From an optimization exercise on the open Yosys and OpenROAD flow, aimed at small area; shortcuts taken in it are not production practice.
Only simulation tests tie the RTL to the original design; equivalence was not proved.
Power is estimated from default activity; no workload was simulated.

`flow/design.v`:
```
package branch_chkpt_ctrl_pkg;
    localparam int PREGS       = 64;
    localparam int PREG_W      = 6;
    localparam int COUNT_W     = $clog2(PREGS) + 1;
    localparam int NUM_ARCH    = 32;
    localparam int MAP_W       = NUM_ARCH * PREG_W;
    localparam int NUM_CHKPT   = 4;
    localparam int CHKPT_TAG_W = 4;
    typedef enum logic {
        ST_IDLE,
        ST_RECOVER
    } chkpt_state_e;
    typedef struct packed {
        logic [MAP_W-1:0]   rat_map;
        logic [PREG_W-1:0]  fl_head;
        logic [COUNT_W-1:0] fl_count;
        logic [COUNT_W-1:0] free_since;
        logic               valid;
        logic               resolved;
    } chkpt_slot_t;
endpackage
module branch_chkpt_ctrl #(
    parameter int NUM_CHKPT = branch_chkpt_ctrl_pkg::NUM_CHKPT,
    parameter int TAG_W     = branch_chkpt_ctrl_pkg::CHKPT_TAG_W
) (
    input  logic                                        clk_i,
    input  logic                                        rst_i,
    input  logic                                        chkpt_we_i,
    input  logic [branch_chkpt_ctrl_pkg::MAP_W-1:0]     chkpt_rat_map_i,
    input  logic [branch_chkpt_ctrl_pkg::PREG_W-1:0]    chkpt_fl_head_i,
    input  logic [branch_chkpt_ctrl_pkg::COUNT_W-1:0]   chkpt_fl_free_count_i,
    output logic [TAG_W-1:0]                            chkpt_tag_o,
    output logic                                        chkpt_avail_o,
    input  logic                                        commit_free_valid_i,
    input  logic [branch_chkpt_ctrl_pkg::PREG_W-1:0]    fl_live_tail_i,
    input  logic                                        resolve_valid_i,
    input  logic [TAG_W-1:0]                            resolve_tag_i,
    input  logic                                        resolve_mispredict_i,
    output logic                                        rat_recover_o,
    output logic [branch_chkpt_ctrl_pkg::MAP_W-1:0]     rat_recover_map_o,
    output logic                                        fl_recover_o,
    output logic [branch_chkpt_ctrl_pkg::PREG_W-1:0]    fl_recover_head_o,
    output logic [branch_chkpt_ctrl_pkg::PREG_W-1:0]    fl_recover_tail_o,
    output logic [branch_chkpt_ctrl_pkg::COUNT_W-1:0]   fl_recover_free_count_o,
    output logic                                        flush_o,
    output logic                                        busy_o
);
    localparam int PTR_W   = $clog2(NUM_CHKPT);
    localparam int MAP_W   = branch_chkpt_ctrl_pkg::MAP_W;
    localparam int PREG_W  = branch_chkpt_ctrl_pkg::PREG_W;
    localparam int COUNT_W = branch_chkpt_ctrl_pkg::COUNT_W;
    localparam int DATA_W  = MAP_W + PREG_W;
    logic [DATA_W-1:0]  slot_data  [NUM_CHKPT];
    logic [COUNT_W-1:0] slot_cbase [NUM_CHKPT];
    logic [NUM_CHKPT-1:0] slot_valid;
    logic [NUM_CHKPT-1:0] slot_resolved;
    logic [PTR_W-1:0]   oldest_q;
    logic [PTR_W-1:0]   alloc_q;
    logic [PTR_W-1:0]   rec_tag_q;     
    logic               recover_q;
    logic [COUNT_W-1:0] free_cnt_q;
    logic [COUNT_W-1:0] free_cnt_d;
    logic               full;
    logic               tag_hit;
    logic               mispredict;
    logic               resolve_ok;
    logic               capture;
    logic               retire;
    logic [PTR_W-1:0]   res_idx;
    logic [1:0]         res_dist;
    logic [1:0]         slot_dist [NUM_CHKPT];
    logic [NUM_CHKPT-1:0] younger_mask;
    logic [1:0]         oldest_inc;
    logic [1:0]         alloc_inc;
    logic [NUM_CHKPT-1:0] wr_en;
    logic [NUM_CHKPT-1:0] wr_hold;       
    logic [COUNT_W-1:0] cbase_in;
    assign full          = slot_valid[alloc_q];
    assign res_idx       = resolve_tag_i[PTR_W-1:0];
    assign tag_hit       = resolve_valid_i && (resolve_tag_i[TAG_W-1:PTR_W] == '0)
                           && slot_valid[res_idx] && !recover_q;
    assign mispredict    = tag_hit && resolve_mispredict_i;
    assign resolve_ok    = tag_hit && !resolve_mispredict_i;
    assign chkpt_avail_o = !full && !recover_q && !(resolve_valid_i && resolve_mispredict_i);
    assign capture       = chkpt_we_i && chkpt_avail_o;
    assign retire        = slot_valid[oldest_q] && slot_resolved[oldest_q];
    assign res_dist      = {res_idx[1] ^ oldest_q[1] ^ (~res_idx[0] & oldest_q[0]), res_idx[0] ^ oldest_q[0]};
    assign oldest_inc    = {oldest_q[1] ^ oldest_q[0], ~oldest_q[0]};
    assign alloc_inc     = {alloc_q[1] ^ alloc_q[0], ~alloc_q[0]};
    assign chkpt_tag_o   = TAG_W'(alloc_q);
    assign free_cnt_d    = free_cnt_q + COUNT_W'(commit_free_valid_i);
    assign cbase_in      = chkpt_fl_free_count_i - free_cnt_d;
    always_comb begin
        for (int i = 0; i < NUM_CHKPT; i++) begin
            slot_dist[i]    = {PTR_W'(i) ^ oldest_q};
            slot_dist[i][1] = slot_dist[i][1] ^ (PTR_W'(i) == PTR_W'(0) || PTR_W'(i) == PTR_W'(2) ? oldest_q[0] : 1'b0);
            younger_mask[i] = (slot_dist[i][1] & ~res_dist[1])
                              | (~(slot_dist[i][1] ^ res_dist[1]) & (slot_dist[i][0] | ~res_dist[0]));
            wr_en[i]        = capture && (alloc_q == PTR_W'(i));
            wr_hold[i]      = !chkpt_we_i || full || recover_q || (resolve_valid_i && resolve_mispredict_i)
                              || (alloc_q != PTR_W'(i));
        end
    end
    always_ff @(posedge clk_i or posedge rst_i) begin
        if (rst_i) begin
            recover_q     <= 1'b0;
            oldest_q      <= '0;
            alloc_q       <= '0;
            slot_valid    <= '0;
            slot_resolved <= '0;
            free_cnt_q    <= '0;
        end else begin
            recover_q  <= mispredict;
            free_cnt_q <= free_cnt_d;
            if (retire) begin
                slot_valid[oldest_q] <= 1'b0;
                oldest_q             <= oldest_inc;
            end
            if (resolve_ok) begin
                slot_resolved[res_idx] <= 1'b1;
            end
            if (capture) begin
                slot_valid[alloc_q]    <= 1'b1;
                slot_resolved[alloc_q] <= 1'b0;
                alloc_q                <= alloc_inc;
            end
            if (mispredict) begin
                for (int i = 0; i < NUM_CHKPT; i++) begin
                    if (younger_mask[i]) begin
                        slot_valid[i] <= 1'b0;
                    end
                end
                alloc_q <= res_idx;
            end
        end
    end
    always_ff @(posedge clk_i) begin
        rec_tag_q <= res_idx;
        for (int i = 0; i < NUM_CHKPT; i++) begin
            slot_data[i]  <= ({DATA_W{wr_en[i]}} & {chkpt_fl_head_i, chkpt_rat_map_i})
                           | ({DATA_W{wr_hold[i]}} & slot_data[i]);
            slot_cbase[i] <= ({COUNT_W{wr_en[i]}} & cbase_in)
                           | ({COUNT_W{wr_hold[i]}} & slot_cbase[i]);
        end
    end
    logic [NUM_CHKPT-1:0] rec_sel;
    logic [DATA_W-1:0]    rec_data;
    logic [COUNT_W-1:0]   rec_cbase;
    always_comb begin
        rec_data  = '0;
        rec_cbase = '0;
        for (int i = 0; i < NUM_CHKPT; i++) begin
            rec_sel[i] = (rec_tag_q == PTR_W'(i));
            rec_data   = rec_data  | ({DATA_W{rec_sel[i]}}  & slot_data[i]);
            rec_cbase  = rec_cbase | ({COUNT_W{rec_sel[i]}} & slot_cbase[i]);
        end
    end
    assign rat_recover_o           = recover_q;
    assign fl_recover_o            = recover_q;
    assign flush_o                 = recover_q;
    assign busy_o                  = recover_q;
    assign rat_recover_map_o       = rec_data[MAP_W-1:0];
    assign fl_recover_head_o       = rec_data[DATA_W-1:MAP_W];
    assign fl_recover_tail_o       = fl_live_tail_i;
    assign fl_recover_free_count_o = rec_cbase + free_cnt_d;
endmodule
```
`flow/flow/run.sh`:
```
#!/bin/bash
# Own layout flow: the standard synthesis, then a re-mapping of the datapath's
# combinational logic (registers untouched, see remap.py), then the standard layout steps
# with the ports buffered by the smallest buffer and a clock tree of small buffers without
# dummy loads.
set -euo pipefail
W=$(pwd)
R=$W/orfs/results/${FLOW_PLATFORM}/branch_chkpt_ctrl/base
bash standard.sh synth > $W/flow_synth.log 2>&1
cp $R/1_2_yosys.v $W/1_2_yosys.standard.v
python3 $W/flow/remap.py $R/1_2_yosys.v > $W/flow_remap.log 2>&1
rm -f $R/1_synth.odb $R/1_synth.sdc
export BUFFER_PORTS_ARGS="-buffer_cell sky130_fd_sc_hd__buf_1"
export CTS_ARGS="-sink_clustering_enable -repair_clock_nets -dont_use_dummy_load -sink_clustering_size 16 -sink_clustering_max_diameter 80 -buf_list {sky130_fd_sc_hd__clkbuf_8}"
bash standard.sh finish > $W/flow_finish.log 2>&1
```
`flow/constraint.sdc`:
```
create_clock -name core_clock -period 5.5 [get_ports {clk_i}]
set_input_delay 1.1000 -clock core_clock [delete_from_list [all_inputs] [get_ports {clk_i}]]
set_output_delay 1.1000 -clock core_clock [all_outputs]
set_load 0.01 [all_outputs]
```
`flow/standard.sh`:
```
#!/bin/bash
# synth_recipe.tcl (not shown) runs the flow's synth.tcl, then flattens the netlist and writes it again
# the make line also repeats each setting of config.mk as NAME=value (left out here)
make -C /OpenROAD-flow-scripts/flow DESIGN_CONFIG=/design/flow/config.mk WORK_HOME=/design/flow/orfs CLKGATE_MAP_FILE= SYNTH_SCRIPT=/design/flow/synth_recipe.tcl "${@:-finish}"
```
`flow/config.mk`:
```
export PLATFORM = sky130hd
export DESIGN_NAME = branch_chkpt_ctrl
export DESIGN_NICKNAME = branch_chkpt_ctrl
export VERILOG_FILES = /design/flow/design.v
export SDC_FILE = /design/flow/constraint.sdc
export NUM_CORES = 4
export LEC_CHECK = 0
export ABC_AREA = 1
export CAP_MARGIN = 20
export CORE_MARGIN = 2
export CORE_UTILIZATION = 30
export SLEW_MARGIN = 20
```
`flow/flow/remap.py`:
```
#!/usr/bin/env python3
"""Re-map the snapshot datapath of the synthesised netlist onto compact sky130hd cells.

The registers are left exactly as synthesis made them (same instances, names and cell types);
only combinational logic changes:
  * each slot_data register's D input becomes a22o(wr_en, in, wr_hold, q), a 2:1 hold mux
    without an inverter, with wr_en/wr_hold decoded once per slot;
  * each recovery-map / head output becomes the select, with inverted one-hot selects ns,
    nor2(o22ai(ns0,q0,ns1,q1), o22ai(ns2,q2,ns3,q3)) of the four slots.
  * the free-count path (running count, capture-time base, recovery sum) is rebuilt from
    half/full adders, with the bases stored and selected like the snapshot bits.
The logic these replace is swept as dead.

usage: remap.py NETLIST   (rewrites NETLIST in place)
"""
import re
import sys
from collections import defaultdict

P = "sky130_fd_sc_hd__"
NUM = 4
MAP_W = 192
HEAD_W = 6
DATA_W = MAP_W + HEAD_W
OUT_PINS = {"X", "Y", "Q", "Q_N", "SUM", "COUT", "HI", "LO"}

path = sys.argv[1]
text = open(path).read()

m = re.search(r"^(.*?\);\n)(.*)^(\s*endmodule.*)$", text, re.S | re.M)
header_and_decl, body, tail = m.group(1), m.group(2), m.group(3)

inst_re = re.compile(r"^\s*(" + P + r"\w+)\s+(\S+)\s*\((.*?)\);\s*$", re.S | re.M)
pin_re = re.compile(r"\.(\w+)\(\s*([^()]*?)\s*\)")

decls = []
cells = []  # [type, name, {pin: net}]
pos = 0
for mm in inst_re.finditer(body):
    decls.append(body[pos:mm.start()])
    pos = mm.end()
    pins = {p: n.strip() for p, n in pin_re.findall(mm.group(3))}
    cells.append([mm.group(1), mm.group(2), pins])
rest = body[pos:]
decl_text = "".join(decls) + rest
assert "assign" not in decl_text, "unexpected assign in netlist"

port_names = set(re.findall(r"^\s*(?:input|output)\s+(?:\[[^\]]*\]\s*)?(\S+?);",
                             header_and_decl + decl_text, re.M))
ports_out = set(re.findall(r"^\s*output\s+(?:\[[^\]]*\]\s*)?(\S+?);", header_and_decl + decl_text, re.M))


def base(net):
    return net.split("[")[0].lstrip("\\").strip()


def is_port_out(net):
    return base(net) in ports_out


def is_flop(ctype):
    return "df" in ctype[len(P):]


def norm(n):
    return n.strip()


flops = {}
for c in cells:
    if is_flop(c[0]):
        flops[c[1]] = c


def flop(prefix):
    hits = [c for n, c in flops.items() if n.startswith(prefix + "$")]
    assert len(hits) == 1, (prefix, len(hits))
    return hits[0]


def qnet(prefix):
    return flop(prefix)[2]["Q"]


new_wires = []
counter = [0]


def wire(tag):
    counter[0] += 1
    n = f"rm_{tag}_{counter[0]}"
    new_wires.append(n)
    return n


def add(ctype, pins, tag):
    counter[0] += 1
    cells.append([P + ctype, f"rm_{tag}_{counter[0]}", pins])


# Write enables and holds, one pair per slot.
a0 = qnet(r"\alloc_q[0]")
a1 = qnet(r"\alloc_q[1]")
cap = wire("cap")
add("and2_1", {"A": "chkpt_we_i", "B": "chkpt_avail_o", "X": cap}, "cap")
dec = [wire(f"dec{i}") for i in range(NUM)]
add("nor2_1", {"A": a0, "B": a1, "Y": dec[0]}, "dec")
add("nor2b_1", {"A": a1, "B_N": a0, "Y": dec[1]}, "dec")
add("nor2b_1", {"A": a0, "B_N": a1, "Y": dec[2]}, "dec")
add("and2_1", {"A": a0, "B": a1, "X": dec[3]}, "dec")
en = [wire(f"en{i}") for i in range(NUM)]
hold = [wire(f"hold{i}") for i in range(NUM)]
for i in range(NUM):
    add("and2_1", {"A": cap, "B": dec[i], "X": en[i]}, "en")
    add("nand2_1", {"A": cap, "B": dec[i], "Y": hold[i]}, "hold")


def data_in(b):
    return f"chkpt_rat_map_i[{b}]" if b < MAP_W else f"chkpt_fl_head_i[{b - MAP_W}]"


def data_out(b):
    return f"rat_recover_map_o[{b}]" if b < MAP_W else f"fl_recover_head_o[{b - MAP_W}]"


# Storage: D = wr_en ? in : q.
for i in range(NUM):
    for b in range(DATA_W):
        f = flop(rf"\slot_data[{i}][{b}]")
        assert f[0] == P + "dfxtp_1", f[0]
        d = wire("d")
        f[2]["D"] = d
        add("a22o_1", {"A1": en[i], "A2": data_in(b), "B1": hold[i], "B2": f[2]["Q"], "X": d}, "st")

# Read: one-hot select of the recovering slot.
r0 = qnet(r"\rec_tag_q[0]")
r1 = qnet(r"\rec_tag_q[1]")
# Inverted one-hot selects: nsel[i] is 0 only for the recovering slot.
nsel = [wire(f"nsel{i}") for i in range(NUM)]
add("or2_1", {"A": r0, "B": r1, "X": nsel[0]}, "nsel")
add("nand2b_1", {"A_N": r1, "B": r0, "Y": nsel[1]}, "nsel")
add("nand2b_1", {"A_N": r0, "B": r1, "Y": nsel[2]}, "nsel")
add("nand2_1", {"A": r0, "B": r1, "Y": nsel[3]}, "nsel")
for b in range(DATA_W):
    out = data_out(b)
    drivers = [c for c in cells if any(p in OUT_PINS and n == out for p, n in c[2].items())]
    assert len(drivers) == 1, (out, len(drivers))
    drv = drivers[0]
    assert not is_flop(drv[0]), out
    for p, n in drv[2].items():
        if p in OUT_PINS and n == out:
            drv[2][p] = wire("dead")
    q = [qnet(rf"\slot_data[{i}][{b}]") for i in range(NUM)]
    n1 = wire("rd")
    n2 = wire("rd")
    # out = AND over slots of (nsel | q), which is the selected slot's bit.
    add("o22ai_1", {"A1": nsel[0], "A2": q[0], "B1": nsel[1], "B2": q[1], "Y": n1}, "rd")
    add("o22ai_1", {"A1": nsel[2], "A2": q[2], "B1": nsel[3], "B2": q[3], "Y": n2}, "rd")
    add("nor2_1", {"A": n1, "B": n2, "Y": out}, "rd")

# Free count: the running count G (free_cnt_q) with Gn = G + free, each slot's base
# cbase = count_in - Gn on capture, and at recovery cbase[slot] + Gn.
CW = 7
cfv = "commit_free_valid_i"
G = [flop(rf"\free_cnt_q[{k}]") for k in range(CW)]
Gq = [f[2]["Q"] for f in G]
Gn = [wire("gn") for k in range(CW)]
c = cfv
for k in range(CW):
    if k < CW - 1:
        cn = wire("gc")
        add("ha_1", {"A": Gq[k], "B": c, "SUM": Gn[k], "COUT": cn}, "ginc")
        c = cn
    else:
        add("xor2_1", {"A": Gq[k], "B": c, "X": Gn[k]}, "ginc")
for k in range(CW):
    G[k][2]["D"] = Gn[k]

cnt_in = [f"chkpt_fl_free_count_i[{k}]" for k in range(CW)]
cb_in = [wire("cbi") for k in range(CW)]
# cnt_in + ~Gn + 1
c = None
for k in range(CW):
    if k == 0:
        add("xor2_1", {"A": cnt_in[0], "B": Gn[0], "X": cb_in[0]}, "csub")
        c = wire("cc")
        add("or2b_1", {"A": cnt_in[0], "B_N": Gn[0], "X": c}, "csub")
    elif k < CW - 1:
        ng = wire("ngn")
        add("inv_1", {"A": Gn[k], "Y": ng}, "csub")
        cn = wire("cc")
        add("fa_1", {"A": cnt_in[k], "B": ng, "CIN": c, "SUM": cb_in[k], "COUT": cn}, "csub")
        c = cn
    else:
        x = wire("cx")
        add("xor2_1", {"A": cnt_in[k], "B": Gn[k], "X": x}, "csub")
        add("xnor2_1", {"A": x, "B": c, "Y": cb_in[k]}, "csub")

for i in range(NUM):
    for k in range(CW):
        f = flop(rf"\slot_cbase[{i}][{k}]")
        assert f[0] == P + "dfxtp_1", f[0]
        d = wire("d")
        f[2]["D"] = d
        add("a22o_1", {"A1": en[i], "A2": cb_in[k], "B1": hold[i], "B2": f[2]["Q"], "X": d}, "cst")

rc = []
for k in range(CW):
    q = [qnet(rf"\slot_cbase[{i}][{k}]") for i in range(NUM)]
    n1 = wire("rd")
    n2 = wire("rd")
    r = wire("rc")
    add("o22ai_1", {"A1": nsel[0], "A2": q[0], "B1": nsel[1], "B2": q[1], "Y": n1}, "rd")
    add("o22ai_1", {"A1": nsel[2], "A2": q[2], "B1": nsel[3], "B2": q[3], "Y": n2}, "rd")
    add("nor2_1", {"A": n1, "B": n2, "Y": r}, "rd")
    rc.append(r)

outs = [f"fl_recover_free_count_o[{k}]" for k in range(CW)]
for out in outs:
    drivers = [cc for cc in cells if any(p in OUT_PINS and n == out for p, n in cc[2].items())]
    assert len(drivers) == 1, (out, len(drivers))
    for p, n in drivers[0][2].items():
        if p in OUT_PINS and n == out:
            drivers[0][2][p] = wire("dead")
c = None
for k in range(CW):
    if k == 0:
        c = wire("ac")
        add("ha_1", {"A": rc[0], "B": Gn[0], "SUM": outs[0], "COUT": c}, "cadd")
    elif k < CW - 1:
        cn = wire("ac")
        add("fa_1", {"A": rc[k], "B": Gn[k], "CIN": c, "SUM": outs[k], "COUT": cn}, "cadd")
        c = cn
    else:
        x = wire("ax")
        add("xor2_1", {"A": rc[k], "B": Gn[k], "X": x}, "cadd")
        add("xor2_1", {"A": x, "B": c, "X": outs[k]}, "cadd")

# Sweep combinational cells that drive nothing.
removed = 0
while True:
    loads = defaultdict(int)
    for c in cells:
        for p, n in c[2].items():
            if p not in OUT_PINS:
                loads[n] += 1
    keep = []
    for c in cells:
        outs = [n for p, n in c[2].items() if p in OUT_PINS]
        dead = (not is_flop(c[0])) and outs and all(loads[n] == 0 and not is_port_out(n) for n in outs)
        if dead:
            removed += 1
        else:
            keep.append(c)
    if len(keep) == len(cells):
        break
    cells = keep

# Drop declarations of wires no longer used.
used = set()
for c in cells:
    used.update(c[2].values())
out_lines = []
for line in decl_text.splitlines():
    mm = re.match(r"^\s*wire\s+(\\\S+\s|\S+);\s*$", line)
    if mm:
        n = mm.group(1).strip()
        if n not in used and n not in port_names:
            continue
    out_lines.append(line)

with open(path, "w") as fo:
    fo.write(header_and_decl)
    fo.write("\n".join(out_lines).rstrip() + "\n")
    for n in new_wires:
        if n in used:
            fo.write(f"  wire {n};\n")
    for t, n, pins in cells:
        pl = ",\n".join(f"    .{p}({v} )" if v.startswith("\\") else f"    .{p}({v})"
                         for p, v in pins.items())
        fo.write(f"  {t} {n} (\n{pl}\n  );\n")
    fo.write(tail if tail.endswith("\n") else tail + "\n")

cnt = defaultdict(int)
for c in cells:
    cnt[c[0]] += 1
print(f"remap: removed {removed} dead cells, {len(cells)} cells now")
for t in sorted(cnt):
    print(f"  {cnt[t]:6d} {t}")
```
==> results.cfg, run 1 <==
[clock_network]
worstSkewPairLatency_ns = 0.72
numCtsBuffers = 60
ctsLongestPathBuffers = 3
cts.sinks = 842
cts_tree = built
cts_root_buf = clkbuf_8
htree_levels = 2
ctsHoldBuffers = 0
clk_pin_slew_ns = 0.11

[power_and_ir_drop]
clockPowerShare = 0.145
power_mw = 20.0
p_sw_frac = 0.336
internal_power_mw = 13.3
leakage_nw = 14.0
irDropWorstVdd_mv = 0.271
combPwrFrac = 0.327
seqPwrFrac = 0.528
p_per_area_nw_per_um2 = 603
p_switching_mw = 6.72

[layout]
syn_to_final_growth_pct = 16.1
fin_cells = 4229
final_core_util = 0.351
drive_above_1_share = 0.0423
fin_nets = 3210
layout_common_cells = a22o_1 (820), dfxtp_1 (820), buf_1 (426), o22ai_1 (410), nor2_1 (213)
fin_area_um2 = 33200

[setup_path]
start_kind = flip-flop
end_kind = output pin
critical_path_required_ns = 4.40
ff2ff_path_depth = 10
path_max_fanout = 4
critPathKind = flip-flop to output pin
r2r_setup_slack_ns = 1.92
crit_arrival_ns = 4.09

[timing]
rsz0062_at_grt = no
period_minus_slack_ns = 5.19
setup-violations-final = 0
tightest_slew_ns = 0.986
relSlewSlack = 0.334
timing.fmax_ghz = 0.193
hold_ws_ns = 0.475
tns_ns = 0
fin_crit_sh = 0.943
skew_ns = 0.0495
hold_viol = 0
slew_viol_final = 0
fin_ws_ns = 0.314

[route]
routed.top_layer = met5
route.met2.wl_um = 41300
totalWireLength_um = 91000
vias = 23800
wl_met3_um = 5910
wire_per_inst_um = 21.5
final_antenna_net_count = 0
via_per_inst = 5.62
drcViolationCount = 0
wl_met1_um = 41800
drt_first_iter_violations = 1931
drtPass1Iterations = 5

[min_path]
hold_path.class = flip-flop to flip-flop
holdPathStages = 1

[placement]
postPlaceCellArea_um2 = 32400
hpwl_um = 50900
routabilityCongestion = 0.785
portBuffers = 426
pre_cts_ws_ns = 0.399
post-place-cells = 4162

[die]
rows = 113
die_h_um = 313
pin_count = 441
die_w_um = 313
dieArea_um2 = 97800
core-area_um2 = 94700
start_util = 0.302

[grt]
grt_pass1_vias = 23400
antenna_found_initial = 12
grt_overflow = 0
grt_pass1_wl_um = 139000
groute.usage.overall = 0.175
grt_max_degree = 112

[flow_run]
drv_cap = 0

[synthesis]
synth_warnings = 4
avgSynthCellArea_um2 = 11.8
netlist_area_um2 = 28600
netlist_instances = 2432

[status]
status = timing/DRC/antenna clean
-- path summary, 6_finish.rpt --
kind | endpoint | start
min in group asynchronous | free_cnt_q[0] | rst_i
max | fl_recover_free_count_o[6] | rec_tag_q[0]
min reg2reg | slot_data[2][157] | slot_data[2][157]
max reg2reg | slot_cbase[0][6] | free_cnt_q[0]
max in group asynchronous | free_cnt_q[2] | rst_i
min | slot_data[2][157] | slot_data[2][157]
-- power groups by stage --
stage / registers (mW) / clock network [mW] / logic [mW]
after floorplan: 10.2 / 0 / 4.85
after global placement: 10.6 / 0 / 6.38
after detailed placement: 10.5 / 0 / 6.54
after CTS: 10.5 / 3.02 / 6.56
after global routing: 10.8 / 3.23 / 7.14
final: 10.6 / 2.90 / 6.55
-- critical path, cell delays in order (launching register included) --
cell	delay [ns]
dfxtp_2	0.39
or2_4	0.27
o22ai_1	0.17
nor2_1	0.07
ha_1	0.20
fa_1	0.40
fa_1	0.40
fa_1	0.40
fa_1	0.39
fa_1	0.38
xor2_1	0.13
buf_1	0.16
-- layer usage --
metal / vias to the layer above / GRT usage
met4: 12 / 0.0511
met5: - / 0
met3: 128 / 0.0353
li1: 10900 / -
met2: 777 / 0.277
met1: 12000 / 0.241
-- layout make-up --
| cell class | instances | area [um2] |
|---|---|---|
| repair buffers | 475 | 2190 |
| multi-input cells | 1555 | 11500 |
| flip-flops and latches | 842 | 17000 |
| clock buffers | 60 | 826 |
| fillers | 9535 | 61500 |
| inverters | 25 | 93.8 |
| well taps | 1265 | 1580 |
| diodes | 7 | 17.5 |
-- sequential cells by signal, summed over array words and instances, names as in the netlist --
name	flops
slot_valid	4
rec_tag_q	2
free_cnt_q	7
oldest_q	2
recover_q	1
slot_data	792
slot_cbase	28
alloc_q	2
slot_resolved	4
-- timing repair --
item                                    in CTS  in global routing
gates resized for setup                      0                  2
buffers inserted                             0                  0
endpoints found under the setup margin       0                  1
==> run 2, diff against run 1 <==
--- a/flow/flow/run.sh
+++ b/flow/flow/run.sh
@@ -12,4 +12,4 @@
 rm -f $R/1_synth.odb $R/1_synth.sdc
 export BUFFER_PORTS_ARGS="-buffer_cell sky130_fd_sc_hd__buf_1"
-export CTS_ARGS="-sink_clustering_enable -repair_clock_nets -dont_use_dummy_load -sink_clustering_size 16 -sink_clustering_max_diameter 80 -buf_list {sky130_fd_sc_hd__clkbuf_8}"
+export CTS_ARGS="-sink_clustering_enable -repair_clock_nets -dont_use_dummy_load -sink_clustering_size 16 -sink_clustering_max_diameter 80 -buf_list {sky130_fd_sc_hd__clkbuf_4 sky130_fd_sc_hd__clkbuf_8}"
 bash standard.sh finish > $W/flow_finish.log 2>&1
==> run 2 against run 1 <==
Effect of this change:
- still clean
- sequential power barely moved
- non-clock buffer count is the same
- via count is the same
- register-to-register slack about the same
- combinational power about the same
- hold slack unchanged
- core utilization stayed put
- fmax did not move
- final cell count unchanged
- sequential share of layout area is the same
- power did not move
- critical endpoint unchanged
- largest cell class unchanged
- highest routed layer unchanged
==> results.cfg, run 2 <==
[status]
status = timing/DRC/antenna clean

[timing]
setup-violations-final = 0
fin_crit_sh = 0.943
rsz0062_at_grt = no
timing.fmax_ghz = 0.193
period_minus_slack_ns = 5.19
tns_ns = 0
skew_ns = 0.0495
tightest_slew_ns = 0.986
slew_viol_final = 0
relSlewSlack = 0.334
hold_viol = 0

[setup_path]
cpPeakStageDelay_ns = 0.40
worst_path_most_repeated_cell = fa_1
critical_path_buf_inv_count = 1
crit_arrival_ns = 4.09
start_kind = flip-flop
critical-path-top-delay-family = adder cells
cp_slowest_cell = fa_1
r2r_start = free_cnt_q[0]
critPathKind = flip-flop to output pin
critical_path_required_ns = 4.40
path_max_fanout = 4
path_cells = or2_4, o22ai_1, nor2_1, ha_1, fa_1, fa_1, fa_1, fa_1, fa_1, xor2_1, buf_1
r2r_setup_slack_ns = 1.92
rr_endpoint = slot_cbase[0][6]
ff2ff_path_depth = 10
end_kind = output pin

[min_path]
hold_path.class = flip-flop to flip-flop
whs_endpoint = slot_data[2][157]
min_from = slot_data[2][157]
holdPathStages = 1

[route]
vias = 23800
via_per_inst = 5.62
final_antenna_net_count = 0
totalWireLength_um = 91000
wire_per_inst_um = 21.5
drt_first_iter_violations = 1931
drcViolationCount = 0
drtPass1Iterations = 5

[layout]
fin_cells = 4229
top_register = slot_data
top_regs = slot_data x792, slot_cbase x28, free_cnt_q x7
syn_to_final_growth_pct = 16.1
largest_reg_flops = 792
layout_common_cells = a22o_1 (820), dfxtp_1 (820), buf_1 (426), o22ai_1 (410), nor2_1 (213)
fin_nets = 3210
drive_above_1_share = 0.0423

[synthesis]
netlist_instances = 2432
netlist_area_um2 = 28600
avgSynthCellArea_um2 = 11.8
synth_warnings = 4

[grt]
grt_pass1_vias = 23400
busiest_layer = met2
use_met1 = 0.241
antenna_found_initial = 12
grt_pass1_wl_um = 139000
groute.usage.overall = 0.175
use_met2 = 0.277
met3_usage = 0.0353
grt_max_degree = 112
grt_overflow = 0

[die]
rows = 113
core-area_um2 = 94700
die_h_um = 313
pin_count = 441
dieArea_um2 = 97800
start_util = 0.302
die_w_um = 313

[clock_network]
numCtsBuffers = 60
ctsLongestPathBuffers = 3
cts.sinks = 842
cts_setup_buffers = 0
worstSkewPairLatency_ns = 0.72
cts_tree = built
cts_root_buf = clkbuf_8
htree_levels = 2
clk_pin_slew_ns = 0.11

[power_and_ir_drop]
leakage_nw = 14.0
irDropWorstVdd_mv = 0.271
p_per_area_nw_per_um2 = 603

[flow_run]
drv_cap = 0

[placement]
post-place-cells = 4162
hpwl_um = 50900
portBuffers = 426
routabilityCongestion = 0.785
run 2: metrics by stage:
stage | util | cell area, um2 | hold slack (ns) | power [mW] | setup slack [ns]
floorplan | - | 28600 | 0.443 | 15.1 | 0.0899
global placement | 0.342 | 32400 | 0.456 | 16.9 | 0.437
detailed placement | 0.342 | 32400 | 0.455 | 17.1 | 0.399
CTS | 0.350 | 33200 | 0.430 | 20.1 | 0.0936
global route | 0.351 | 33200 | 0.493 | 21.2 | 0.0719
finish | 0.351 | 33200 | 0.475 | 20.0 | 0.314
run 2: report_power, final:
part           total, mW  switching, mW  internal, mW
Sequential          10.6           1.55          9.01
Combinational       6.55           3.24          3.31
Clock               2.90           1.93         0.973
run 2: what timing repair did:
action                     4_1_cts  5_1_grt
setup endpoints to repair        0        1
gates resized for setup          0        2
hold buffers                     0        0
run 2: routing by layer:
| layer | routed length, um | vias to the layer above |
|---|---|---|
| met1 | 41800 | 12000 |
| li1 | - | 10900 |
| met2 | 41300 | 777 |
| met4 | 1940 | 12 |
| met3 | 5910 | 128 |
| met5 | 79 | - |
run 2: worst max-delay path by stage:
stage / slack (ns) / startpoint / end / depth (start not counted)
2_1_floorplan: 0.09 / rec_tag_q[0] / fl_recover_free_count_o[6] / 10
3_3_place_gp: 0.44 / commit_free_valid_i / fl_recover_free_count_o[6] / 10
3_5_place_dp: 0.40 / commit_free_valid_i / fl_recover_free_count_o[6] / 10
4_1_cts: 0.09 / rec_tag_q[0] / fl_recover_free_count_o[6] / 11
5_1_grt: 0.07 / rec_tag_q[0] / fl_recover_free_count_o[6] / 11
6_report: 0.31 / rec_tag_q[0] / fl_recover_free_count_o[6] / 11
run 2: final cells by class:
cell class | count | area (um2)
Antenna cell | 7 | 17.5
Tap cell | 1265 | 1580
Inverter | 25 | 93.8
Fill cell | 9535 | 61500
Timing Repair Buffer | 475 | 2190
Sequential cell | 842 | 17000
Multi-Input combinational cell | 1555 | 11500
Clock buffer | 60 | 826
==> run 3, diff against run 2 <==
--- a/flow/flow/run.sh
+++ b/flow/flow/run.sh
@@ -12,4 +12,4 @@
 rm -f $R/1_synth.odb $R/1_synth.sdc
 export BUFFER_PORTS_ARGS="-buffer_cell sky130_fd_sc_hd__buf_1"
-export CTS_ARGS="-sink_clustering_enable -repair_clock_nets -dont_use_dummy_load -sink_clustering_size 16 -sink_clustering_max_diameter 80 -buf_list {sky130_fd_sc_hd__clkbuf_4 sky130_fd_sc_hd__clkbuf_8}"
+export CTS_ARGS="-sink_clustering_enable -repair_clock_nets -dont_use_dummy_load -sink_clustering_size 18 -sink_clustering_max_diameter 70 -buf_list {sky130_fd_sc_hd__clkbuf_8}"
 bash standard.sh finish > $W/flow_finish.log 2>&1
==> run 3 against run 2 <==
Effect of this change:
- still clean
- final cell count about the same
- final area down 0.17%
- sequential share of layout area up 0.085 points
- clock skew up 0.017 ns
- combinational power about the same
- global-route usage about the same
- core utilization down 0.058 points
- count of clock-buffer cells in the layout down 4
- power down 0.39%
- first-iteration DRC count down 2.4%
- register-to-register slack better by 0.03 ns
- critical endpoint unchanged
- largest cell class unchanged
==> results.cfg, run 3 <==
[status]
status = timing/DRC/antenna clean

[placement]
portBuffers = 426
routabilityCongestion = 0.785
post-place-cells = 4162
hpwl_um = 50900

[timing]
slew_viol_final = 0
setup-violations-final = 0
fin_crit_sh = 0.947
hold_viol = 0
period_minus_slack_ns = 5.21
tightest_slew_ns = 1.02
rsz0062_at_grt = no
relSlewSlack = 0.322
tns_ns = 0
hold_ws_ns = 0.479
timing.fmax_ghz = 0.192
skew_ns = 0.0667

[power_and_ir_drop]
p_switching_mw = 6.70
seqPwrFrac = 0.529
clockPowerShare = 0.142
leakage_nw = 14.0
internal_power_mw = 13.2
p_per_area_nw_per_um2 = 601
power_mw = 19.9
irDropWorstVdd_mv = 0.272
p_sw_frac = 0.336
combPwrFrac = 0.329

[layout]
nFillCells = 9530
fin_nets = 3206
seq_area_um2 = 17000
final_core_util = 0.350
top_regs = slot_data x792, slot_cbase x28, free_cnt_q x7
top_register = slot_data
fin_cells = 4225
layout_common_cells = a22o_1 (820), dfxtp_1 (820), buf_1 (426), o22ai_1 (410), nor2_1 (213)
syn_to_final_growth_pct = 15.9
drive_above_1_share = 0.0410
multiInputGateArea_um2 = 11500
largest_reg_flops = 792

[synthesis]
netlist_instances = 2432
synth_warnings = 4
avgSynthCellArea_um2 = 11.8
netlist_area_um2 = 28600

[die]
die_h_um = 313
start_util = 0.302
dieArea_um2 = 97800
rows = 113
die_w_um = 313
pin_count = 441
core-area_um2 = 94700

[min_path]
hold_path.class = flip-flop to flip-flop

[grt]
grt_pass1_wl_um = 139000
grt_pass1_vias = 23500
groute.usage.overall = 0.175
antenna_found_initial = 12
grt_overflow = 0
grt_max_degree = 112

[route]
wire_per_inst_um = 21.5
drcViolationCount = 0
final_antenna_net_count = 0
totalWireLength_um = 90800
drt_first_iter_violations = 1884
vias = 23800
drtPass1Iterations = 5
via_per_inst = 5.62

[clock_network]
numCtsBuffers = 56
cts_root_buf = clkbuf_8
worstSkewPairLatency_ns = 0.73
cts.sinks = 842
cts_setup_buffers = 0
clk_pin_slew_ns = 0.12
htree_levels = 2
ctsLongestPathBuffers = 3
cts_tree = built
post_cts_resized = 0
ctsHoldBuffers = 0

[setup_path]
end_kind = output pin
r2r_setup_slack_ns = 1.95
critPathKind = flip-flop to output pin
path_max_fanout = 4
crit_arrival_ns = 4.11
critical_path_required_ns = 4.40
start_kind = flip-flop

[flow_run]
drv_cap = 0
==> run 3: through the flow <==
step	area, um2	worst slack, ns
after floorplan	28600	0.0899
after global routing	33200	0.0727
after detailed placement	32400	0.399
final	33200	0.291
after global placement	32400	0.437
after CTS	33100	0.0792
==> run 3: critical path, cell delays in order, from the launching register on <==
cell	delay, ns
dfxtp_2	0.39
or2_4	0.27
o22ai_1	0.17
nor2_1	0.07
ha_1	0.20
fa_1	0.40
fa_1	0.40
fa_1	0.40
fa_1	0.39
fa_1	0.38
xor2_1	0.13
buf_1	0.17
==> run 3: per-layer routing <==
metal  share of wire  vias up  GRT usage
met5         0.00084        -          0
met4           0.023       12     0.0522
met3           0.072      137     0.0348
met2            0.45      877      0.276
met1            0.45    11800      0.240
li1                -    10900          -
==> run 3: power groups by stage <==
stage / sequential [mW] / combinational, mW / clock [mW]
floorplan: 10.2 / 4.85 / 0
global placement: 10.6 / 6.38 / 0
detailed placement: 10.5 / 6.54 / 0
CTS: 10.5 / 6.56 / 2.94
global route: 10.8 / 7.14 / 3.13
finish: 10.5 / 6.56 / 2.83
==> run 3: final timing paths <==
path / cells past startpoint / startpoint / to
worst max register to register: 10 / free_cnt_q[0] / slot_cbase[0][6]
worst max-delay path: 11 / rec_tag_q[0] / fl_recover_free_count_o[6]
min in group asynchronous: 2 / rst_i / free_cnt_q[2]
max in group asynchronous: 2 / rst_i / alloc_q[1]
worst min-delay path: 1 / slot_data[2][56] / slot_data[2][56]
worst min register to register: 1 / slot_data[2][56] / slot_data[2][56]
==> run 3: area by class of cell <==
type,count,area share
flip-flops and latches,842,0.511
multi-input cells,1555,0.348
repair buffers,475,0.0661
well taps,1265,0.0477
clock buffers,56,0.0232
inverters,25,0.00283
diodes,7,0.000528
==> run 4, diff against run 3 <==
--- a/flow/flow/run.sh
+++ b/flow/flow/run.sh
@@ -12,4 +12,4 @@
 rm -f $R/1_synth.odb $R/1_synth.sdc
 export BUFFER_PORTS_ARGS="-buffer_cell sky130_fd_sc_hd__buf_1"
-export CTS_ARGS="-sink_clustering_enable -repair_clock_nets -dont_use_dummy_load -sink_clustering_size 18 -sink_clustering_max_diameter 70 -buf_list {sky130_fd_sc_hd__clkbuf_8}"
+export CTS_ARGS="-sink_clustering_enable -repair_clock_nets -dont_use_dummy_load -sink_clustering_size 16 -sink_clustering_max_diameter 80 -buf_list {sky130_fd_sc_hd__clkbuf_8}"
 bash standard.sh finish > $W/flow_finish.log 2>&1
--- a/flow/flow/remap.py
+++ b/flow/flow/remap.py
@@ -112,6 +112,11 @@
 hold = [wire(f"hold{i}") for i in range(NUM)]
 for i in range(NUM):
-    add("and2_1", {"A": cap, "B": dec[i], "X": en[i]}, "en")
-    add("nand2_1", {"A": cap, "B": dec[i], "Y": hold[i]}, "hold")
+    en_raw = wire(f"enr{i}")
+    hold_raw = wire(f"holdr{i}")
+    add("and2_1", {"A": cap, "B": dec[i], "X": en_raw}, "en")
+    add("nand2_1", {"A": cap, "B": dec[i], "Y": hold_raw}, "hold")
+    # One strong driver for each slot-wide net.
+    add("clkbuf_16", {"A": en_raw, "X": en[i]}, "enbuf")
+    add("clkbuf_16", {"A": hold_raw, "X": hold[i]}, "holdbuf")
 
 
@@ -138,8 +143,11 @@
 # Inverted one-hot selects: nsel[i] is 0 only for the recovering slot.
 nsel = [wire(f"nsel{i}") for i in range(NUM)]
-add("or2_1", {"A": r0, "B": r1, "X": nsel[0]}, "nsel")
-add("nand2b_1", {"A_N": r1, "B": r0, "Y": nsel[1]}, "nsel")
-add("nand2b_1", {"A_N": r0, "B": r1, "Y": nsel[2]}, "nsel")
-add("nand2_1", {"A": r0, "B": r1, "Y": nsel[3]}, "nsel")
+nselr = [wire(f"nselr{i}") for i in range(NUM)]
+add("or2_1", {"A": r0, "B": r1, "X": nselr[0]}, "nsel")
+add("nand2b_1", {"A_N": r1, "B": r0, "Y": nselr[1]}, "nsel")
+add("nand2b_1", {"A_N": r0, "B": r1, "Y": nselr[2]}, "nsel")
+add("nand2_1", {"A": r0, "B": r1, "Y": nselr[3]}, "nsel")
+for i in range(NUM):
+    add("clkbuf_16", {"A": nselr[i], "X": nsel[i]}, "nselbuf")
 for b in range(DATA_W):
     out = data_out(b)
==> run 4 against run 3 <==
Effect of this change:
- flip-flop and latch count stayed put
- wire length is 2.2% higher
- synthesized cell count is 0.49% higher
- clock skew is 0.0037 ns lower
- critical path type unchanged
==> results.cfg, run 4 <==
[synthesis]
avgSynthCellArea_um2 = 11.8
netlist_instances = 2444
synth_warnings = 4
netlist_area_um2 = 28900

[layout]
largest_reg_flops = 792
syn_to_final_growth_pct = 14.7
nFillCells = 9593
top_register = slot_data
final_core_util = 0.348
top_regs = slot_data x792, slot_cbase x28, free_cnt_q x7
layout_common_cells = a22o_1 (820), dfxtp_1 (820), buf_1 (425), o22ai_1 (410), nor2_1 (213)
drive_above_1_share = 0.0413
fin_nets = 3206

[route]
via_per_inst = 5.70
wire_per_inst_um = 22.0
totalWireLength_um = 92900
vias = 24100
drcViolationCount = 0
drtPass1Iterations = 5
drt_first_iter_violations = 2047
final_antenna_net_count = 0

[placement]
routabilityCongestion = 0.770
portBuffers = 426
hpwl_um = 52100
pre_cts_ws_ns = 0.298

[status]
status = timing/DRC/antenna clean

[timing]
relSlewSlack = 0.255
fin_ws_ns = 0.206
tightest_slew_ns = 1.12
fin_crit_sh = 0.963
period_minus_slack_ns = 5.29
slew_viol_final = 0
timing.fmax_ghz = 0.189
skew_ns = 0.0630
hold_viol = 0
tns_ns = 0
setup-violations-final = 0

[setup_path]
critical-path-top-delay-family = adder cells
ff2ff_path_depth = 10
critical_path_buf_inv_count = 1
crit_arrival_ns = 4.19
r2r_setup_slack_ns = 1.90
worst_path_most_repeated_cell = fa_1
cpPeakStageDelay_ns = 0.41
start_kind = flip-flop
cp_num_cells = 11
cp_slowest_cell = fa_1
path_max_fanout = 11
end_kind = output pin
critical_path_required_ns = 4.40
path_cells = or2_4, o22ai_1, nor2_1, ha_1, fa_1, fa_1, fa_1, fa_1, fa_1, xor2_1, clkbuf_2
critPathKind = flip-flop to output pin

[min_path]
hold_path.class = flip-flop to flip-flop
holdPathStages = 1

[die]
die_h_um = 314
pin_count = 441
die_w_um = 314
core-area_um2 = 95300
rows = 113
dieArea_um2 = 98800
start_util = 0.303

[power_and_ir_drop]
power_mw = 20.1
irDropWorstVdd_mv = 0.367
p_sw_frac = 0.337
internal_power_mw = 13.3
clockPowerShare = 0.145
seqPwrFrac = 0.525
leakage_nw = 14.0
combPwrFrac = 0.330
p_switching_mw = 6.77
p_per_area_nw_per_um2 = 606

[clock_network]
cts.sinks = 842
htree_levels = 2
cts_root_buf = clkbuf_8
ctsLongestPathBuffers = 3
clk_pin_slew_ns = 0.10
cts_tree = built
ctsHoldBuffers = 0
numCtsBuffers = 61
worstSkewPairLatency_ns = 0.72

[flow_run]
drv_cap = 0

[grt]
groute.usage.overall = 0.177
grt_overflow = 0
antenna_found_initial = 9
grt_pass1_wl_um = 141000
grt_pass1_vias = 23600
grt_max_degree = 131
run 4: layer usage:
metal / wire (um) / vias up / GRT usage
li1: - / 10900 / -
met1: 42300 / 12000 / 0.245
met2: 41300 / 953 / 0.273
met3: 6800 / 158 / 0.0375
met4: 2390 / 10 / 0.0611
met5: 65 / - / 0
run 4: area by class of cell:
cell class	instances	area (um2)	share of cell area
Timing Repair Buffer	470	2130	0.0643
Sequential cell	842	17000	0.512
Tap cell	1265	1580	0.0477
Multi-Input combinational cell	1555	11500	0.348
Clock buffer	61	840	0.0253
Inverter	25	93.8	0.00283
Antenna cell	5	12.5	0.000377
run 4: power groups by stage:
stage	registers, mW	logic [mW]	clock network, mW
2_1_floorplan	10.2	4.71	0
3_3_place_gp	10.6	6.41	0
3_5_place_dp	10.5	6.56	0
4_1_cts	10.5	6.60	3.03
5_1_grt	10.8	7.21	3.25
6_report	10.6	6.63	2.91
run 4: final timing paths:
path                              startpoint                         end
max                             rec_tag_q[1]  fl_recover_free_count_o[6]
min in group asynchronous              rst_i               free_cnt_q[6]
max reg2reg                    free_cnt_q[0]            slot_cbase[2][6]
min reg2reg                slot_data[3][178]           slot_data[3][178]
min                        slot_data[3][178]           slot_data[3][178]
max in group asynchronous              rst_i                 oldest_q[0]
run 4: what timing repair did:
action / 4_1_cts / 5_1_grt
setup buffers: 0 / 0
setup endpoints to repair: 0 / 1
resized for setup: 0 / 3
endpoints found under the hold margin: 0 / 0
run 4: worst reg2reg max path, stage by stage, from the launching register on:
cell     delay, ns
dfrtp_1       0.39
ha_1          0.20
ha_1          0.34
inv_1         0.07
fa_1          0.41
fa_1          0.41
fa_1          0.39
fa_1          0.41
fa_1          0.39
xnor2_1       0.35
a22o_1        0.21
run 4: metrics by stage:
| step | std cells | hold WS (ns) | area, um2 |
|---|---|---|---|
| 2_1_floorplan | 2445 | 0.443 | 28900 |
| 3_3_place_gp | 4157 | 0.456 | 32300 |
| 3_5_place_dp | 4157 | 0.455 | 32300 |
| 4_1_cts | 4218 | 0.441 | 33100 |
| 5_1_grt | 4221 | 0.483 | 33100 |
| 6_report | 4223 | 0.473 | 33100 |
==> run 5, diff against run 4 <==
--- a/flow/flow/run.sh
+++ b/flow/flow/run.sh
@@ -1,5 +1,6 @@
 #!/bin/bash
 # Own layout flow: the standard synthesis, then a re-mapping of the datapath's
-# combinational logic (registers untouched, see remap.py), then the standard layout steps
+# combinational logic (registers untouched, see remap.py) and a re-synthesis of the remaining
+# control logic (ctlopt.py, checked equivalent by SAT), then the standard layout steps
 # with the ports buffered by the smallest buffer and a clock tree of small buffers without
 # dummy loads.
@@ -10,4 +11,5 @@
 cp $R/1_2_yosys.v $W/1_2_yosys.standard.v
 python3 $W/flow/remap.py $R/1_2_yosys.v > $W/flow_remap.log 2>&1
+python3 $W/flow/ctlopt.py $R/1_2_yosys.v $W/ctlopt > $W/flow_ctlopt.log 2>&1
 rm -f $R/1_synth.odb $R/1_synth.sdc
 export BUFFER_PORTS_ARGS="-buffer_cell sky130_fd_sc_hd__buf_1"
==> flow/flow/ctlopt.py (new file) <==
#!/usr/bin/env python3
"""Re-synthesise the control logic of a netlist that remap.py has written.

The control logic is every combinational cell that remap.py did not place (its cells are named
rm_*) and that is not a tie cell. It is cut out as a module whose ports are the nets it shares
with the rest of the design, re-mapped by Yosys/ABC with a stronger area script, checked
equivalent to the cut-out logic by a SAT miter, and stitched back in its place. Registers are
never touched. If any step fails, the netlist is left as it was.

usage: ctlopt.py NETLIST WORKDIR   (rewrites NETLIST in place)
"""
import os
import re
import subprocess
import sys

P = "sky130_fd_sc_hd__"
OUT_PINS = {"X", "Y", "Q", "Q_N", "SUM", "COUT", "HI", "LO"}
LIB = os.path.join(os.environ.get("FLOW_HOME", "/OpenROAD-flow-scripts/flow"),
                   "platforms/sky130hd/lib/sky130_fd_sc_hd__tt_025C_1v80.lib")
ABC_SCRIPT = "+strash; &get -n; &deepsyn -T 20; &put; dch; amap; topo"

path, work = sys.argv[1], sys.argv[2]
os.makedirs(work, exist_ok=True)
text = open(path).read()

inst_re = re.compile(r"^\s*(" + P + r"\w+)\s+(\S+)\s*\((.*?)\);\s*$", re.S | re.M)
pin_re = re.compile(r"\.(\w+)\(\s*([^()]*?)\s*\)")

cells = []
spans = []
for mm in inst_re.finditer(text):
    pins = {p: n.strip() for p, n in pin_re.findall(mm.group(3))}
    cells.append((mm.group(1), mm.group(2), pins))
    spans.append((mm.start(), mm.end()))


def is_flop(ty):
    return "df" in ty[len(P):]


ports_out = set(re.findall(r"^\s*output\s+(?:\[[^\]]*\]\s*)?(\S+?);", text, re.M))


def is_port_out(v):
    return v.split("[")[0].lstrip("\\") in ports_out


sel = [k for k, (ty, n, p) in enumerate(cells)
       if not n.startswith("rm_") and not is_flop(ty) and "conb" not in ty]
sel_set = set(sel)
drv, used = set(), set()
for k in sel:
    for pin, v in cells[k][2].items():
        (drv if pin in OUT_PINS else used).add(v)
outside = set()
for k, (ty, n, p) in enumerate(cells):
    if k in sel_set:
        continue
    for pin, v in p.items():
        if pin not in OUT_PINS:
            outside.add(v)
ins = sorted(used - drv)
outs = sorted(v for v in drv if v in outside or is_port_out(v))

name_of = {}


def nm(v):
    if v not in name_of:
        name_of[v] = "n%d_" % len(name_of) + re.sub(r"[^A-Za-z0-9_]", "_", v)
    return name_of[v]


lines = ["module ctl(%s);" % ", ".join(nm(v) for v in ins + outs)]
lines += ["  input %s;" % nm(v) for v in ins]
lines += ["  output %s;" % nm(v) for v in outs]
lines += ["  wire %s;" % nm(v) for v in sorted(drv - set(outs))]
for k in sel:
    ty, n, p = cells[k]
    lines.append("  %s c%d (%s);" % (ty, k, ", ".join(".%s(%s)" % (a, nm(b)) for a, b in p.items())))
lines.append("endmodule")
open(os.path.join(work, "ctl.v"), "w").write("\n".join(lines) + "\n")

ys = f"""
read_liberty -ignore_miss_func -ignore_miss_dir {LIB}
read_verilog {work}/ctl.v
hierarchy -top ctl
flatten
delete t:$scopeinfo
techmap
opt
abc -liberty {LIB} -dont_use *lpflow* -dont_use *probe* -script "{ABC_SCRIPT}"
opt_clean -purge
setundef -zero
hilomap -singleton -hicell {P}conb_1 HI -locell {P}conb_1 LO
splitnets
opt_clean -purge
insbuf -buf {P}buf_1 A X
tee -o {work}/ctl_opt_stat.txt stat -liberty {LIB}
write_verilog -noattr -noexpr {work}/ctl_opt.v
design -reset
read_liberty -ignore_miss_func -ignore_miss_dir {LIB}
read_verilog {work}/ctl.v
rename ctl gold
read_verilog {work}/ctl_opt.v
rename ctl gate
flatten
delete t:$scopeinfo
miter -equiv -flatten -make_assert gold gate miter
hierarchy -top miter
sat -verify -prove-asserts -show-ports miter
"""
open(os.path.join(work, "ctl.ys"), "w").write(ys)
r = subprocess.run(["yosys", "-s", os.path.join(work, "ctl.ys")], capture_output=True, text=True)
open(os.path.join(work, "ctl_yosys.log"), "w").write(r.stdout + r.stderr)
if r.returncode != 0 or "SAT proof finished - no model found: SUCCESS" not in r.stdout:
    print("ctlopt: yosys or the equivalence proof failed; netlist left unchanged")
    sys.exit(0)

opt = open(os.path.join(work, "ctl_opt.v")).read()
if re.search(r"^\s*assign\b", opt, re.M):
    print("ctlopt: re-mapped logic has assigns; netlist left unchanged")
    sys.exit(0)
back = {v: k for k, v in name_of.items()}
new_cells = []
for mm in inst_re.finditer(opt):
    pins = {}
    for a, b in pin_re.findall(mm.group(3)):
        b = b.strip()
        key = b.lstrip("\\").strip()
        pins[a] = back.get(key, "ctl_" + re.sub(r"[^A-Za-z0-9_]", "_", key))
    new_cells.append((mm.group(1), pins))
if not new_cells:
    print("ctlopt: nothing re-mapped; netlist left unchanged")
    sys.exit(0)
driven = set()
for ty, p in new_cells:
    for a, b in p.items():
        if a in OUT_PINS:
            driven.add(b)
if set(outs) - driven:
    print("ctlopt: some outputs undriven; netlist left unchanged")
    sys.exit(0)

# Stitch: drop the old cells, add the new ones and their internal wires.
out = []
pos = 0
for k, (s, e) in enumerate(spans):
    out.append(text[pos:s])
    if k not in sel_set:
        out.append(text[s:e])
    pos = e
body = "".join(out) + text[pos:]
internal = sorted({b for ty, p in new_cells for b in p.values() if b.startswith("ctl_")})
decl = "".join(f"  wire {w};\n" for w in internal)
inst = ""
for i, (ty, p) in enumerate(new_cells):
    pl = ",\n".join(f"    .{a}({b} )" if b.startswith("\\") else f"    .{a}({b})" for a, b in p.items())
    inst += f"  {ty} ctl_c{i} (\n{pl}\n  );\n"
first = spans[0][0]
idx = body.rindex("endmodule")
body = body[:first] + decl + body[first:idx] + inst + body[idx:]
open(path, "w").write(body)
print(f"ctlopt: replaced {len(sel)} cells with {len(new_cells)}")
print(open(os.path.join(work, "ctl_opt_stat.txt")).read())
--- a/flow/flow/remap.py
+++ b/flow/flow/remap.py
@@ -112,11 +112,6 @@
 hold = [wire(f"hold{i}") for i in range(NUM)]
 for i in range(NUM):
-    en_raw = wire(f"enr{i}")
-    hold_raw = wire(f"holdr{i}")
-    add("and2_1", {"A": cap, "B": dec[i], "X": en_raw}, "en")
-    add("nand2_1", {"A": cap, "B": dec[i], "Y": hold_raw}, "hold")
-    # One strong driver for each slot-wide net.
-    add("clkbuf_16", {"A": en_raw, "X": en[i]}, "enbuf")
-    add("clkbuf_16", {"A": hold_raw, "X": hold[i]}, "holdbuf")
+    add("and2_1", {"A": cap, "B": dec[i], "X": en[i]}, "en")
+    add("nand2_1", {"A": cap, "B": dec[i], "Y": hold[i]}, "hold")
 
 
@@ -143,11 +138,8 @@
 # Inverted one-hot selects: nsel[i] is 0 only for the recovering slot.
 nsel = [wire(f"nsel{i}") for i in range(NUM)]
-nselr = [wire(f"nselr{i}") for i in range(NUM)]
-add("or2_1", {"A": r0, "B": r1, "X": nselr[0]}, "nsel")
-add("nand2b_1", {"A_N": r1, "B": r0, "Y": nselr[1]}, "nsel")
-add("nand2b_1", {"A_N": r0, "B": r1, "Y": nselr[2]}, "nsel")
-add("nand2_1", {"A": r0, "B": r1, "Y": nselr[3]}, "nsel")
-for i in range(NUM):
-    add("clkbuf_16", {"A": nselr[i], "X": nsel[i]}, "nselbuf")
+add("or2_1", {"A": r0, "B": r1, "X": nsel[0]}, "nsel")
+add("nand2b_1", {"A_N": r1, "B": r0, "Y": nsel[1]}, "nsel")
+add("nand2b_1", {"A_N": r0, "B": r1, "Y": nsel[2]}, "nsel")
+add("nand2_1", {"A": r0, "B": r1, "Y": nsel[3]}, "nsel")
 for b in range(DATA_W):
     out = data_out(b)
--- a/flow/config.mk
+++ b/flow/config.mk
@@ -7,6 +7,6 @@
 export LEC_CHECK = 0
 export ABC_AREA = 1
-export CAP_MARGIN = 20
+export CAP_MARGIN = 5
 export CORE_MARGIN = 2
 export CORE_UTILIZATION = 30
-export SLEW_MARGIN = 20
+export SLEW_MARGIN = 5
==> run 5 against run 4 <==
Effect of this change:
- wire length grew 0.49%
- sequential power about the same
- final area decreased by 0.65%
- still clean on timing, DRC and antenna
- die area shrank 1.9%
- final cell count down 0.71%
- clock skew shrank 0.011 ns
- worst setup slack gained 0.011 ns
- sequential share of layout area is 0.33 points higher
==> results.cfg, run 5 <==
[timing]
skew_ns = 0.0523
rsz0062_at_grt = no
setup-violations-final = 0
period_minus_slack_ns = 5.28
fin_crit_sh = 0.961
hold_viol = 0
slew_viol_final = 0
tightest_slew_ns = 0.918
hold_ws_ns = 0.373
relSlewSlack = 0.388
timing.fmax_ghz = 0.189

[setup_path]
r2r_setup_slack_ns = 1.96
ff2ff_path_depth = 10
start_kind = flip-flop
rr_endpoint = slot_cbase[0][6]
crit_arrival_ns = 4.18
critPathKind = flip-flop to output pin
end_kind = output pin
r2r_start = free_cnt_q[0]
critical_path_required_ns = 4.40
path_max_fanout = 4

[min_path]
hold_path.class = input pin to async pin

[placement]
routabilityCongestion = 0.795
hpwl_um = 53400
postPlaceCellArea_um2 = 32100
portBuffers = 426

[route]
wire_per_inst_um = 22.3
drcViolationCount = 0
drtPass1Iterations = 5
final_antenna_net_count = 0
totalWireLength_um = 93300
vias = 24000
drt_first_iter_violations = 2334
via_per_inst = 5.71

[die]
die_h_um = 311
rows = 112
dieArea_um2 = 96900
die_w_um = 311
start_util = 0.303
core-area_um2 = 93500
pin_count = 441

[clock_network]
numCtsBuffers = 61
ctsHoldBuffers = 0
worstSkewPairLatency_ns = 0.75
cts_setup_buffers = 0
cts_tree = built
cts_root_buf = clkbuf_8
htree_levels = 2
post_cts_resized = 0
cts.sinks = 842
ctsLongestPathBuffers = 3
clk_pin_slew_ns = 0.10

[power_and_ir_drop]
leakage_nw = 13.7
p_per_area_nw_per_um2 = 599
irDropWorstVdd_mv = 0.387

[layout]
fin_nets = 3173
top_register = slot_data
fin_area_um2 = 32900
layout_common_cells = dfxtp_1 (822), a22o_1 (820), buf_1 (426), o22ai_1 (412), nor2_1 (225)
nFillCells = 9427
final_common_cell = dfxtp_1
largest_reg_flops = 792
syn_to_final_growth_pct = 16.2
drive_above_1_share = 0.0409
top_regs = slot_data x792, slot_cbase x28, free_cnt_q x7

[grt]
grt_overflow = 0
grt_max_degree = 127
grt_pass1_wl_um = 142000
groute.usage.overall = 0.182
antenna_found_initial = 16
grt_pass1_vias = 23600

[synthesis]
avgSynthCellArea_um2 = 11.8
synth_warnings = 4
netlist_area_um2 = 28300
netlist_instances = 2409

[status]
status = timing/DRC/antenna clean

[flow_run]
drv_cap = 0
run 5: cell types whose count changed in the layout (fill, tap and decap cells not counted), moves of 4 or more:
cell,delta
o21ai_0,-4
clkinv_1,+14
nor3_1,+6
inv_1,-20
nand2_1,-13
nand3_1,-8
ha_1,-11
nor2_1,+12
buf_4,+4
run 5: worst max path at each step:
stage | startpoint | endpoint | slack (ns) | cells after the start
6_report | rec_tag_q[0] | fl_recover_free_count_o[6] | 0.22 | 11
2_1_floorplan | resolve_valid_i | slot_cbase[2][0] | -0.21 | 4
3_3_place_gp | commit_free_valid_i | fl_recover_free_count_o[6] | 0.37 | 10
4_1_cts | rec_tag_q[0] | fl_recover_free_count_o[6] | 0.1 | 11
3_5_place_dp | commit_free_valid_i | fl_recover_free_count_o[6] | 0.38 | 10
5_1_grt | rec_tag_q[0] | fl_recover_free_count_o[6] | 0.03 | 11
run 5: routing by layer:
layer	vias up	track usage	wire, um
met5	-	0	113
met4	16	0.0620	2480
li1	10800	-	-
met3	145	0.0315	6440
met1	12000	0.255	42700
met2	992	0.281	41600
run 5: layout make-up:
type,instances,area (um2),area share
Inverter,19,71.3,0.00217
Tap cell,1254,1570,0.0476
Multi-Input combinational cell,1538,11300,0.344
Sequential cell,842,17000,0.515
Timing Repair Buffer,473,2140,0.0650
Antenna cell,6,15.0,0.000456
Clock buffer,61,840,0.0255
run 5: stage by stage:
step           power, mW  worst slack (ns)  std cells  setup TNS, ns  utilization
2_1_floorplan       14.8            -0.208       2410        -169.33            -
3_3_place_gp        16.6             0.372       4126              0        0.343
3_5_place_dp        16.7             0.378       4126              0        0.343
4_1_cts             19.7            0.0966       4187              0        0.352
5_1_grt             20.8            0.0323       4193              0        0.352
6_report            19.7             0.217       4193              0        0.352
run 5: power breakdown:
group / total, mW / switching, mW / internal (mW)
registers: 10.5 / 1.52 / 8.97
logic: 6.29 / 3.11 / 3.18
clock network: 2.93 / 1.94 / 0.987
run 5: critical path, stage by stage (launching register included):
cell and delay [ns]:
dfxtp_1 0.42, or2_4 0.31, o22ai_1 0.16, nor2_1 0.08
ha_1 0.21, fa_1 0.39, fa_1 0.40, fa_1 0.40
fa_1 0.40, fa_1 0.38, xor2_1 0.15, buf_1 0.17
==> run 6, diff against run 5 <==
--- a/flow/config.mk
+++ b/flow/config.mk
@@ -7,6 +7,6 @@
 export LEC_CHECK = 0
 export ABC_AREA = 1
-export CAP_MARGIN = 5
+export CAP_MARGIN = 20
 export CORE_MARGIN = 2
 export CORE_UTILIZATION = 30
-export SLEW_MARGIN = 5
+export SLEW_MARGIN = 20
==> run 6 against run 5 <==
Effect of this change:
- still clean on timing, DRC and antenna
- critical path depth did not move
- hold slack did not move
- fmax stayed put
- combinational power hardly changed
- final cell count is the same
- sequential share of layout area is the same
- first-iteration DRC count stayed put
- via count is the same
- power unchanged
- highest routed layer unchanged
==> results.cfg, run 6 <==
[setup_path]
worst_path_most_repeated_cell = fa_1
ff2ff_path_depth = 10
start_kind = flip-flop
crit_arrival_ns = 4.18
path_max_fanout = 4
r2r_start = free_cnt_q[0]
end_kind = output pin
cp_slowest_cell = dfxtp_1
r2r_setup_slack_ns = 1.96
path_cells = or2_4, o22ai_1, nor2_1, ha_1, fa_1, fa_1, fa_1, fa_1, fa_1, xor2_1, buf_1
cpPeakStageDelay_ns = 0.42
critPathKind = flip-flop to output pin
critical_path_required_ns = 4.40
rr_endpoint = slot_cbase[0][6]

[timing]
fin_crit_sh = 0.961
period_minus_slack_ns = 5.28
timing.fmax_ghz = 0.189
hold_viol = 0
setup-violations-final = 0
relSlewSlack = 0.388
rsz0062_at_grt = no
slew_viol_final = 0
skew_ns = 0.0523
tightest_slew_ns = 0.918

[layout]
final_common_cell = dfxtp_1
syn_to_final_growth_pct = 16.2
fin_nets = 3173
largest_reg_flops = 792
top_regs = slot_data x792, slot_cbase x28, free_cnt_q x7
layout_common_cells = dfxtp_1 (822), a22o_1 (820), buf_1 (426), o22ai_1 (412), nor2_1 (225)
drive_above_1_share = 0.0409
fin_cells = 4193
top_register = slot_data

[placement]
hpwl_um = 53400
portBuffers = 426
post-place-cells = 4126
routabilityCongestion = 0.795

[power_and_ir_drop]
p_switching_mw = 6.57
combPwrFrac = 0.319
p_per_area_nw_per_um2 = 599
internal_power_mw = 13.1
clockPowerShare = 0.149
seqPwrFrac = 0.532
power_mw = 19.7
leakage_nw = 13.7
p_sw_frac = 0.333
irDropWorstVdd_mv = 0.387

[clock_network]
htree_levels = 2
post_cts_resized = 0
ctsHoldBuffers = 0
ctsLongestPathBuffers = 3
cts.sinks = 842
numCtsBuffers = 61
cts_setup_buffers = 0
clk_pin_slew_ns = 0.10
cts_tree = built
worstSkewPairLatency_ns = 0.75
cts_root_buf = clkbuf_8

[route]
via_per_inst = 5.71
drt_first_iter_violations = 2334
vias = 24000
drcViolationCount = 0
wire_per_inst_um = 22.3
totalWireLength_um = 93300
final_antenna_net_count = 0
drtPass1Iterations = 5

[synthesis]
netlist_instances = 2409
netlist_area_um2 = 28300
avgSynthCellArea_um2 = 11.8
synth_warnings = 4

[grt]
antenna_found_initial = 16
grt_pass1_vias = 23600
grt_max_degree = 127
grt_overflow = 0
grt_pass1_wl_um = 142000
groute.usage.overall = 0.182

[die]
start_util = 0.303
die_h_um = 311
pin_count = 441
core-area_um2 = 93500
rows = 112
dieArea_um2 = 96900
die_w_um = 311

[status]
status = timing/DRC/antenna clean

[min_path]
hold_path.class = input pin to async pin

[flow_run]
drv_cap = 0
[run 6: critical path: cells and delay by family (launching register included)]
| family | cells | cell delay [ns] |
|---|---|---|
| simple gates | 2 | 0.39 |
| flops | 1 | 0.42 |
| xor+xnor | 1 | 0.15 |
| compound gates | 1 | 0.16 |
| fa+ha+maj | 6 | 2.18 |
| buf+inv | 1 | 0.17 |
[run 6: layout make-up]
class                      instances  area [um2]
sequential                       842       17000
clock buffer                      61         840
multi-input combinational       1538       11300
timing repair buffer             473        2140
inverter                          19        71.3
fill                            9427       60500
tap                             1254        1570
antenna                            6        15.0
[run 6: how the worst max path moves through the flow]
| stage | start | slack (ns) | to | cells after the start |
|---|---|---|---|---|
| 2_1_floorplan | resolve_valid_i | -0.21 | slot_cbase[2][0] | 4 |
| 3_3_place_gp | commit_free_valid_i | 0.37 | fl_recover_free_count_o[6] | 10 |
| 3_5_place_dp | commit_free_valid_i | 0.38 | fl_recover_free_count_o[6] | 10 |
| 4_1_cts | rec_tag_q[0] | 0.1 | fl_recover_free_count_o[6] | 11 |
| 5_1_grt | rec_tag_q[0] | 0.03 | fl_recover_free_count_o[6] | 11 |
| 6_report | rec_tag_q[0] | 0.22 | fl_recover_free_count_o[6] | 11 |
[run 6: routing by layer]
metal / vias up / share of wire / GRT usage
met5: - / 0.0012 / 0
met4: 16 / 0.027 / 0.0620
met3: 145 / 0.069 / 0.0315
met2: 992 / 0.45 / 0.281
met1: 12000 / 0.46 / 0.255
li1: 10800 / - / -
[run 6: power groups by stage]
stage / clock [mW] / sequential, mW / combinational, mW
finish: 2.93 / 10.5 / 6.29
global route: 3.25 / 10.8 / 6.83
CTS: 3.04 / 10.4 / 6.27
detailed placement: 0 / 10.5 / 6.24
global placement: 0 / 10.5 / 6.11
floorplan: 0 / 10.2 / 4.61
[run 6: through the flow]
| step | instance area (um2) | worst slack, ns | utilization | setup TNS [ns] | hold WS (ns) |
|---|---|---|---|---|---|
| 2_1_floorplan | 28400 | -0.208 | - | -169.33 | 0.443 |
| 3_3_place_gp | 32100 | 0.372 | 0.343 | 0 | 0.456 |
| 3_5_place_dp | 32100 | 0.378 | 0.343 | 0 | 0.455 |
| 4_1_cts | 32900 | 0.0966 | 0.352 | 0 | 0.295 |
| 5_1_grt | 32900 | 0.0323 | 0.352 | 0 | 0.359 |
| 6_report | 32900 | 0.217 | 0.352 | 0 | 0.373 |

re-timing with driven ports:
The flow's constraints put no driver on any port. The routed layouts listed below were extracted and timed again, unchanged, in two steps. Step 1 sets driving cells, clkbuf_16 on the clock port and buf_2 on the other inputs (assumed; they add their load-dependent delay and slew). Step 2 times the ports against the registers' clock, not the clock port: input delays grow and output delays shrink by t, the midpoint of the rising clock arrivals with the driver on. Slacks: ideal / step 1 / step 2; pairs: ideal / step 1.
run	shift t [ns]	slack for setup (ns)	clock arrival spread, ns	worst data-port slew with drivers (ns)	cell pins on the clock port's net
run 1	0.768	0.314 / 0.253 / 0.394	0.074 / 0.074	0.09	1
run 2	0.768	0.314 / 0.253 / 0.394	0.074 / 0.074	0.09	1
run 3	0.762	0.291 / 0.230 / 0.392	0.079 / 0.079	0.11	1
run 4	0.759	0.206 / 0.143 / 0.332	0.082 / 0.082	0.12	1
run 5	0.778	0.217 / 0.157 / 0.383	0.067 / 0.067	0.10	1
run 6	0.778	0.217 / 0.157 / 0.383	0.067 / 0.067	0.10	1
After both steps setup and hold are still met in every run listed.
